From an optimization exercise on the open Yosys and OpenROAD flow, aimed at a short achievable clock period and few clock cycles; shortcuts taken in it are not production practice.
Only simulation tests tie the RTL to the original design; equivalence was not proved.
No activity file was given, so power comes from the tool's default toggle rates.

$ cat constraint.sdc
create_clock -name core_clock -period 6.0 [get_ports {clk}]
set_input_delay 1.2000 -clock core_clock [delete_from_list [all_inputs] [get_ports {clk}]]
set_output_delay 1.2000 -clock core_clock [all_outputs]
set_load 0.01 [all_outputs]
$ cat design.v
package rv_pkg;
	typedef logic [32-1:0] word_t;  
	typedef logic [31:0] instr_t;  
	typedef logic [$clog2(32)-1:0] reg_idx_t;  
	typedef logic [3:0] alu_op_t;  
	typedef struct packed {
		alu_op_t op;  
		word_t a;  
		word_t b;  
		reg_idx_t rd;  
		logic write;  
		logic illegal;  
	} dec_op_t;
	typedef struct packed {
		reg_idx_t rd;  
		word_t value;  
		logic write;  
		logic illegal;  
	} result_t;
endpackage
`timescale 1ns/1ns
module reg_file (
	input logic clk,
	input logic rst,
	input rv_pkg::reg_idx_t raddr_a,  
	input rv_pkg::reg_idx_t raddr_b,  
	output rv_pkg::word_t rdata_a,
	output rv_pkg::word_t rdata_b,
	input logic we,  
	input rv_pkg::reg_idx_t waddr,
	input rv_pkg::word_t wdata
);
	rv_pkg::word_t mem [32];  
	always_comb begin
		rdata_a = (raddr_a == '0) ? '0 : mem[raddr_a];
		rdata_b = (raddr_b == '0) ? '0 : mem[raddr_b];
	end
	always_ff @(posedge clk) begin
		if (rst) begin
			for (int i = 0; i < 32; i++) begin
				mem[i] <= '0;  
			end
		end else if (we && waddr != '0) begin
			mem[waddr] <= wdata;  
		end
	end
endmodule
`timescale 1ns/1ns
module instr_decode (
	input logic clk,
	input logic rst,
	input logic in_valid,
	output logic in_ready,
	input rv_pkg::instr_t in_instr,
	output rv_pkg::reg_idx_t raddr_a,
	output rv_pkg::reg_idx_t raddr_b,
	input rv_pkg::word_t rdata_a,
	input rv_pkg::word_t rdata_b,
	input logic ex_busy,  
	input logic res_busy,  
	input rv_pkg::reg_idx_t ex_rd,
	input rv_pkg::reg_idx_t res_rd,
	output logic dec_valid,
	input logic dec_ready,
	output rv_pkg::dec_op_t dec
);
	logic [6:0] opcode;
	logic [2:0] funct3;
	logic [6:0] funct7;
	rv_pkg::reg_idx_t rs1, rs2;
	rv_pkg::word_t imm_i, imm_u;
	rv_pkg::dec_op_t op_d;  
	logic use_a, use_b;  
	logic own_busy;  
	logic hazard;
	assign opcode = in_instr[6:0];
	assign funct3 = in_instr[14:12];
	assign funct7 = in_instr[31:25];
	assign rs1 = in_instr[19:15];
	assign rs2 = in_instr[24:20];
	assign imm_i = {{20{in_instr[31]}}, in_instr[31:20]};  
	assign imm_u = {in_instr[31:12], 12'b0};
	assign raddr_a = rs1;
	assign raddr_b = rs2;
	always_comb begin
		op_d = '0;
		op_d.op = 4'd0;
		op_d.rd = in_instr[11:7];
		use_a = 1'b0;
		use_b = 1'b0;
		case (opcode)
			7'b0110011: begin
				op_d.a = rdata_a;
				op_d.b = rdata_b;
				use_a = 1'b1;
				use_b = 1'b1;
				case (funct3)
					3'b000: op_d.op = funct7[5] ? 4'd1 : 4'd0;
					3'b001: op_d.op = 4'd2;
					3'b010: op_d.op = 4'd3;
					3'b011: op_d.op = 4'd4;
					3'b100: op_d.op = 4'd5;
					3'b101: op_d.op = funct7[5] ? 4'd7 : 4'd6;
					3'b110: op_d.op = 4'd8;
					default: op_d.op = 4'd9;
				endcase
				op_d.illegal = !(funct7 == 7'h00 ||
					(funct7 == 7'h20 && (funct3 == 3'b000 || funct3 == 3'b101)));
			end
			7'b0010011: begin
				op_d.a = rdata_a;
				op_d.b = imm_i;  
				use_a = 1'b1;
				case (funct3)
					3'b000: op_d.op = 4'd0;
					3'b001: begin
						op_d.op = 4'd2;
						op_d.illegal = (funct7 != 7'h00);
					end
					3'b010: op_d.op = 4'd3;
					3'b011: op_d.op = 4'd4;
					3'b100: op_d.op = 4'd5;
					3'b101: begin
						op_d.op = funct7[5] ? 4'd7 : 4'd6;
						op_d.illegal = (funct7 != 7'h00 && funct7 != 7'h20);
					end
					3'b110: op_d.op = 4'd8;
					default: op_d.op = 4'd9;
				endcase
			end
			7'b0110111: begin
				op_d.op = 4'd10;
				op_d.b = imm_u;
			end
			default: op_d.illegal = 1'b1;
		endcase
		if (op_d.illegal) begin
			op_d.op = 4'd0;  
			op_d.a = '0;
			op_d.b = '0;
			use_a = 1'b0;  
			use_b = 1'b0;
		end
		op_d.write = !op_d.illegal;  
	end
	assign own_busy = dec_valid && dec.write;
	always_comb begin
		hazard = 1'b0;
		if (ex_busy && ex_rd != '0 &&
			((use_a && ex_rd == rs1) || (use_b && ex_rd == rs2))) begin
			hazard = 1'b1;
		end
		if (res_busy && res_rd != '0 &&
			((use_a && res_rd == rs1) || (use_b && res_rd == rs2))) begin
			hazard = 1'b1;
		end
		if (own_busy && dec.rd != '0 &&
			((use_a && dec.rd == rs1) || (use_b && dec.rd == rs2))) begin
			hazard = 1'b1;  
		end
	end
	assign in_ready = (!dec_valid || dec_ready) && !hazard;
	always_ff @(posedge clk) begin
		if (rst) begin
			dec_valid <= 1'b0;
		end else if (in_valid && in_ready) begin
			dec_valid <= 1'b1;
		end else if (dec_ready) begin
			dec_valid <= 1'b0;  
		end
	end
	always_ff @(posedge clk) begin
		if (in_valid && in_ready) begin
			dec <= op_d;  
		end
	end
endmodule
`timescale 1ns/1ns
module alu_execute (
	input logic clk,
	input logic rst,
	input logic dec_valid,
	output logic dec_ready,
	input rv_pkg::dec_op_t dec,
	output logic ex_valid,
	input logic ex_ready,
	output rv_pkg::result_t ex
);
	rv_pkg::word_t value;  
	logic [4:0] shamt;
	rv_pkg::result_t ex_d;
	assign shamt = dec.b[4:0];  
	always_comb begin
		case (dec.op)
			4'd0: value = dec.a + dec.b;
			4'd1: value = dec.a - dec.b;
			4'd2: value = dec.a << shamt;
			4'd3: begin
				value = '0;
				value[0] = ($signed(dec.a) < $signed(dec.b));
			end
			4'd4: begin
				value = '0;
				value[0] = (dec.a < dec.b);
			end
			4'd5: value = dec.a ^ dec.b;
			4'd6: value = dec.a >> shamt;
			4'd7: value = rv_pkg::word_t'($signed(dec.a) >>> shamt);
			4'd8: value = dec.a | dec.b;
			4'd9: value = dec.a & dec.b;
			4'd10: value = dec.b;  
			default: value = '0;
		endcase
	end
	always_comb begin
		ex_d.rd = dec.rd;
		ex_d.value = value;
		ex_d.write = dec.write;
		ex_d.illegal = dec.illegal;
	end
	assign dec_ready = !ex_valid || ex_ready;  
	always_ff @(posedge clk) begin
		if (rst) begin
			ex_valid <= 1'b0;
		end else if (dec_valid && dec_ready) begin
			ex_valid <= 1'b1;
		end else if (ex_ready) begin
			ex_valid <= 1'b0;
		end
	end
	always_ff @(posedge clk) begin
		if (dec_valid && dec_ready) begin
			ex <= ex_d;
		end
	end
endmodule
`timescale 1ns/1ns
module writeback_result (
	input logic clk,
	input logic rst,
	input logic ex_valid,
	output logic ex_ready,
	input rv_pkg::result_t ex,
	output logic res_valid,
	input logic res_ready,
	output rv_pkg::result_t res,
	output logic we,  
	output rv_pkg::reg_idx_t waddr,
	output rv_pkg::word_t wdata
);
	logic res_fire;  
	assign res_fire = res_valid && res_ready;
	assign ex_ready = !res_valid || res_ready;
	always_ff @(posedge clk) begin
		if (rst) begin
			res_valid <= 1'b0;
		end else if (ex_valid && ex_ready) begin
			res_valid <= 1'b1;
		end else if (res_ready) begin
			res_valid <= 1'b0;
		end
	end
	always_ff @(posedge clk) begin
		if (ex_valid && ex_ready) begin
			res <= ex;  
		end
	end
	assign we = res_fire && res.write && res.rd != '0;
	assign waddr = res.rd;
	assign wdata = res.value;
endmodule
`timescale 1ns/1ns
module int_core_top (
	input logic clk,
	input logic rst,
	input logic in_valid,
	output logic in_ready,
	input logic [31:0] in_instr,
	output logic res_valid,
	input logic res_ready,
	output logic [4:0] res_rd,
	output logic [31:0] res_value,
	output logic res_write,
	output logic res_illegal
);
	rv_pkg::result_t res;  
	assign res_rd = res.rd;
	assign res_value = res.value;
	assign res_write = res.write;
	assign res_illegal = res.illegal;
	rv_pkg::reg_idx_t raddr_a, raddr_b;  
	rv_pkg::word_t rdata_a, rdata_b;
	logic dec_valid, dec_ready;
	rv_pkg::dec_op_t dec;
	logic ex_valid, ex_ready;
	rv_pkg::result_t ex;
	logic we;  
	rv_pkg::reg_idx_t waddr;
	rv_pkg::word_t wdata;
	instr_decode u_decode (
		.clk (clk),
		.rst (rst),
		.in_valid (in_valid),
		.in_ready (in_ready),
		.in_instr (in_instr),
		.raddr_a (raddr_a),
		.raddr_b (raddr_b),
		.rdata_a (rdata_a),
		.rdata_b (rdata_b),
		.ex_busy (ex_valid & ex.write),  
		.res_busy (res_valid & res.write),
		.ex_rd (ex.rd),
		.res_rd (res.rd),
		.dec_valid (dec_valid),
		.dec_ready (dec_ready),
		.dec (dec)
	);
	alu_execute u_execute (
		.clk (clk),
		.rst (rst),
		.dec_valid (dec_valid),
		.dec_ready (dec_ready),
		.dec (dec),
		.ex_valid (ex_valid),
		.ex_ready (ex_ready),
		.ex (ex)
	);
	writeback_result u_result (
		.clk (clk),
		.rst (rst),
		.ex_valid (ex_valid),
		.ex_ready (ex_ready),
		.ex (ex),
		.res_valid (res_valid),
		.res_ready (res_ready),
		.res (res),
		.we (we),
		.waddr (waddr),
		.wdata (wdata)
	);
	reg_file u_regs (
		.clk (clk),
		.rst (rst),
		.raddr_a (raddr_a),
		.raddr_b (raddr_b),
		.rdata_a (rdata_a),
		.rdata_b (rdata_b),
		.we (we),
		.waddr (waddr),
		.wdata (wdata)
	);
endmodule
$ cat config.mk
export PLATFORM = sky130hd
export DESIGN_NAME = int_core_top
export DESIGN_NICKNAME = int_core_top
export VERILOG_FILES = /design/flow/design.v
export SDC_FILE = /design/flow/constraint.sdc
export NUM_CORES = 4
export LEC_CHECK = 0
export CAP_MARGIN = 20
export CORE_MARGIN = 2
export CORE_UTILIZATION = 40
export SLEW_MARGIN = 20
$ cat run.sh
#!/bin/bash
# synth_recipe.tcl (not shown) runs the flow's synth.tcl, then flattens the netlist and writes it again
# the make line also repeats each setting of config.mk as NAME=value (left out here)
make -C /OpenROAD-flow-scripts/flow DESIGN_CONFIG=/design/flow/config.mk WORK_HOME=/design/flow/orfs CLKGATE_MAP_FILE= SYNTH_SCRIPT=/design/flow/synth_recipe.tcl finish
==> results.py <==
metrics = {
    "cells_and_area": {
        "ff_latch_area_um2": 35400,
        "fill_cells": 14932,
        "nNetsFinal": 4977,
        "multi_input_area_um2": 31100,
        "area_delta_synth_final_pct": 11.8,
        "layout-drive-gt1-share_pct": 23.1,
    },
    "clock_network": {
        "cts_tree": "built",
        "cts-root-buf": "clkbuf_16",
        "clk-insertion-delay-late_ns": 0.78,
        "numCtsBuffers": 134,
        "path_clk_slew_ns": 0.07,
        "cts.sinks": 1180,
        "cts_max_level": 4,
        "clock_path_buffers": 3,
        "post_cts_buffers": 0,
    },
    "detailed_routing": {
        "via_per_inst": 6.37,
        "wirelength_um": 244000,
        "firstDrtPassIters": 8,
        "dr_wl_met2_um": 114000,
        "met3_length_um": 25200,
        "drc_errors": 0,
        "avgRoutedWirePerCell_um": 34.1,
        "drt_first_iter_violations": 6257,
        "num_vias": 45677,
        "detail-route-antenna-nets": 0,
        "m1WireLength_um": 92400,
        "routed.top_layer": "met5",
    },
    "floorplan": {
        "die_width_um": 417,
        "core_um2": 170000,
        "ios": 77,
        "rows": 151,
        "initial_utilization_pct": 40.3,
        "die-area_um2": 174000,
        "die_h_um": 417,
    },
    "critical_path": {
        "path_class": "reg -> out",
        "reg2reg_depth": 12,
        "start_kind": "flip-flop",
        "worstPathRequired_ns": 4.80,
        "cp_slowest_cell": "a21oi_1",
        "crit_fanout": 11,
        "worstPathArrival_ns": 4.48,
        "slowest_delay_ns": 0.72,
        "cp-end-kind": "primary output",
        "rr_startpoint": "u_decode.dec[7]",
        "path_cells": "or3_1 > o311ai_1 > nor4_2 > buf_4 > o31ai_1 > nand2_1 > a21oi_1 > clkdlybuf4s50_1",
        "rrSetupSlack_ns": 1.40,
        "r2r-end": "u_execute.ex[2]",
    },
    "synthesis": {
        "yosys.area.top_type": "edfxtp_1",
        "synthArstFlopShare_pct": 0,
        "yosysWarnings": 4,
        "synthAdderAreaFrac_pct": 1.83,
        "yosysSeqAreaShare_pct": 51.8,
        "synth_top_family_by_area": "multiplexers",
        "synth_xor_area_share_pct": 0.487,
        "yosysUniqueCellTypes": 90,
        "synthMuxAreaShare_pct": 23.7,
        "synth_top_flop_cell": "edfxtp_1",
        "synthSimpleGateAreaFrac_pct": 13.3,
        "synth_edf_count": 1177,
        "syn_avg_cell_area_um2": 14.0,
        "ys_ff_latch": 1180,
        "synth_top_area_share_pct": 51.7,
        "synth_area_leaders": "edfxtp_1, mux4_2, and2_1, clkbuf_1, ha_1",
        "syn-instance-count": 4901,
        "syn_area_um2": 68400,
        "synth_compound_area_share_pct": 5.56,
    },
    "sta": {
        "min_period_ns": 5.68,
        "fin_skew_ns": 0.0637,
        "slew_headroom_pct": 24.5,
        "hold-worst-slack_ns": 0.410,
        "tightest_slew_ns": 1.13,
        "rsz0062_at_grt": "no",
        "finalHoldViolations": 0,
        "setup_tns_ns": 0,
        "setup_viol": 0,
        "max_freq_ghz": 0.176,
        "drv_slew": 0,
        "fin_crit_sh_pct": 94.7,
    },
    "run_status": {
        "outcome": "timing/DRC/antenna clean",
    },
    "min_path": {
        "worstHoldStart": "u_execute.ex[9]",
        "hp-class": "reg -> reg",
        "hold_end": "u_result.res[9]",
        "hold_depth": 0,
    },
    "placed_design": {
        "globalplace.congestion": 0.987,
        "hpwl_um": 151000,
        "portBuffers": 76,
    },
    "job": {
        "cap_violations": 0,
    },
    "power_and_ir_drop": {
        "power_per_cell_area_nw_per_um2": 263,
        "power.leakage_nw": 27.0,
        "vdd_drop_max_mv": 0.211,
    },
    "global_routing": {
        "grt_remaining_overflow": 0,
        "grt_max_degree": 123,
        "grt_usage_pct": 27.9,
        "grt_pass1_vias": 44992,
        "antenna_found_initial": 14,
        "grt_first_pass_wirelength_um": 343000,
    },
}
[Yosys cell counts, types with 23 or more instances]
| cell | n |
|---|---|
| a21oi_1 | 106 |
| mux2i_1 | 117 |
| buf_2 | 40 |
| mux4_2 | 655 |
| mux2_2 | 23 |
| ha_1 | 97 |
| o22ai_1 | 32 |
| inv_1 | 99 |
| nand2_1 | 184 |
| nor2_1 | 264 |
| and2_1 | 999 |
| clkbuf_1 | 369 |
| nand3_1 | 32 |
| a221oi_1 | 32 |
| a211oi_1 | 25 |
| nor3_1 | 35 |
| edfxtp_1 | 1177 |
| o21ai_0 | 157 |
| or2_2 | 32 |
| buf_1 | 55 |
[worst max-delay path, delay by kind of cell (launching register included)]
kind,cells,cell delay (ns)
AO/OA/AOI/OAI,3,1.52
flip-flops,1,0.55
buffers and inverters,2,0.85
AND/OR/NAND/NOR,3,0.80
[kinds of logic after synthesis]
| family | Yosys count |
|---|---|
| AO/OA/AOI/OAI | 571 |
| XOR/XNOR | 38 |
| adder cells (fa/ha/maj) | 99 |
| buffers and inverters | 576 |
| flip-flops | 1180 |
| multiplexers | 795 |
| other | 1 |
| AND/OR/NAND/NOR | 1641 |
[worst max path at each step]
stage | start | slack [ns] | to | depth (start not counted)
2_1_floorplan | in_instr[21] | 1.16 | u_decode.dec[0] | 10
3_3_place_gp | in_instr[14] | 0.56 | in_ready | 10
3_5_place_dp | in_instr[14] | 0.58 | in_ready | 10
4_1_cts | u_result.res[36] | 0.16 | in_ready | 8
5_1_grt | u_result.res[36] | 0.22 | in_ready | 8
6_report | u_result.res[36] | 0.32 | in_ready | 8
[report_power, final]
part	leakage, nW	switching, W	internal (W)
clock	2.06	0.00353	0.00461
sequential	12.1	0.000202	0.00936
combinational	12.9	0.00140	0.000967
total	27.0	0.00513	0.0149
[registers in the layout, summed over array words and instances (netlist names)]
| register | cells |
|---|---|
| u_execute.ex | 39 |
| u_regs.mem | 1024 |
| u_result.res_valid | 1 |
| u_decode.dec_valid | 1 |
| u_execute.ex_valid | 1 |
| u_decode.dec | 75 |
| u_result.res | 39 |
[through the flow]
stage / power (W) / worst slack (ns) / util, % / std cells / instance area [um^2]
after global placement: 0.0120 / 0.558 / 42.5 / 6920 / 72100
after floorplan: 0.0111 / 1.16 / - / 4932 / 68500
after global routing: 0.0206 / 0.224 / 45.0 / 7161 / 76400
final: 0.0201 / 0.318 / 45.1 / 7166 / 76400
after detailed placement: 0.0121 / 0.576 / 42.5 / 6922 / 72100
after CTS: 0.0201 / 0.162 / 45.0 / 7159 / 76400
[routing by layer]
layer  vias up  global-route usage, %
met3       548                   6.09
met5         -                      0
met1     23658                   36.9
li1      18661                      -
met2      2800                   44.3
met4        10                   12.1
[timing repair]
| action | in CTS | in global routing |
|---|---|---|
| hold buffers | 0 | 0 |
| setup endpoints to repair | 0 | 1 |
| resized for setup | 0 | 1 |
[placed cells by master (no fill, tap or decap), types with 27 or more instances in the layout]
cell type / n
edfxtp_1: 1177
and2_1: 999
mux4_2: 655
nor2_1: 233
nand2_1: 184
o21ai_0: 156
buf_4: 145
clkbuf_16: 137
mux2i_1: 117
a21oi_1: 106
inv_1: 98
ha_1: 97
clkdlybuf4s50_1: 65
nand3_1: 32
nor3_1: 32
o22ai_1: 32
a221oi_1: 32
or2_2: 32
conb_1: 32
nor2_4: 31
clkbuf_1: 31
clkinv_1: 27
buf_12: 27
[area by class of cell]
type / count / area share (%)
antenna: 5 / 0.0164
sequential: 1180 / 46.3
tap: 2218 / 3.63
clock inverter: 69 / 0.943
clock buffer: 168 / 4.64
inverter: 102 / 0.502
timing repair buffer: 248 / 3.22
multi-input combinational: 3176 / 40.7
Testbench counts, summed over its fixed seeds: cycles 49,940.

## static timing again, ports no longer ideal
In the flow no input, the clock included, has a driving cell. The finished layout below was timed again as built, in two steps.
Step 1 assumes that a clkbuf_16 drives the clock port and a buf_2 every other input.
Step 2 adds t to the input delays and takes it off the output delays; t is the mean of the earliest and latest rising clock arrival at the registers after step 1. Input paths then give back, and output paths get back, about the clock's delay inside the block.
Three values: no drivers, after step 1, after step 2; two values: the first two.
t, ns: 0.841
setup WS [ns]: 0.318 / 0.230 / 0.484
latest minus earliest clock arrival (ns): 0.071 / 0.070
After both steps this run still meets setup and hold. For this run, drivers alone change the setup slack by -0.088 ns; drivers and shift together by +0.166 ns.
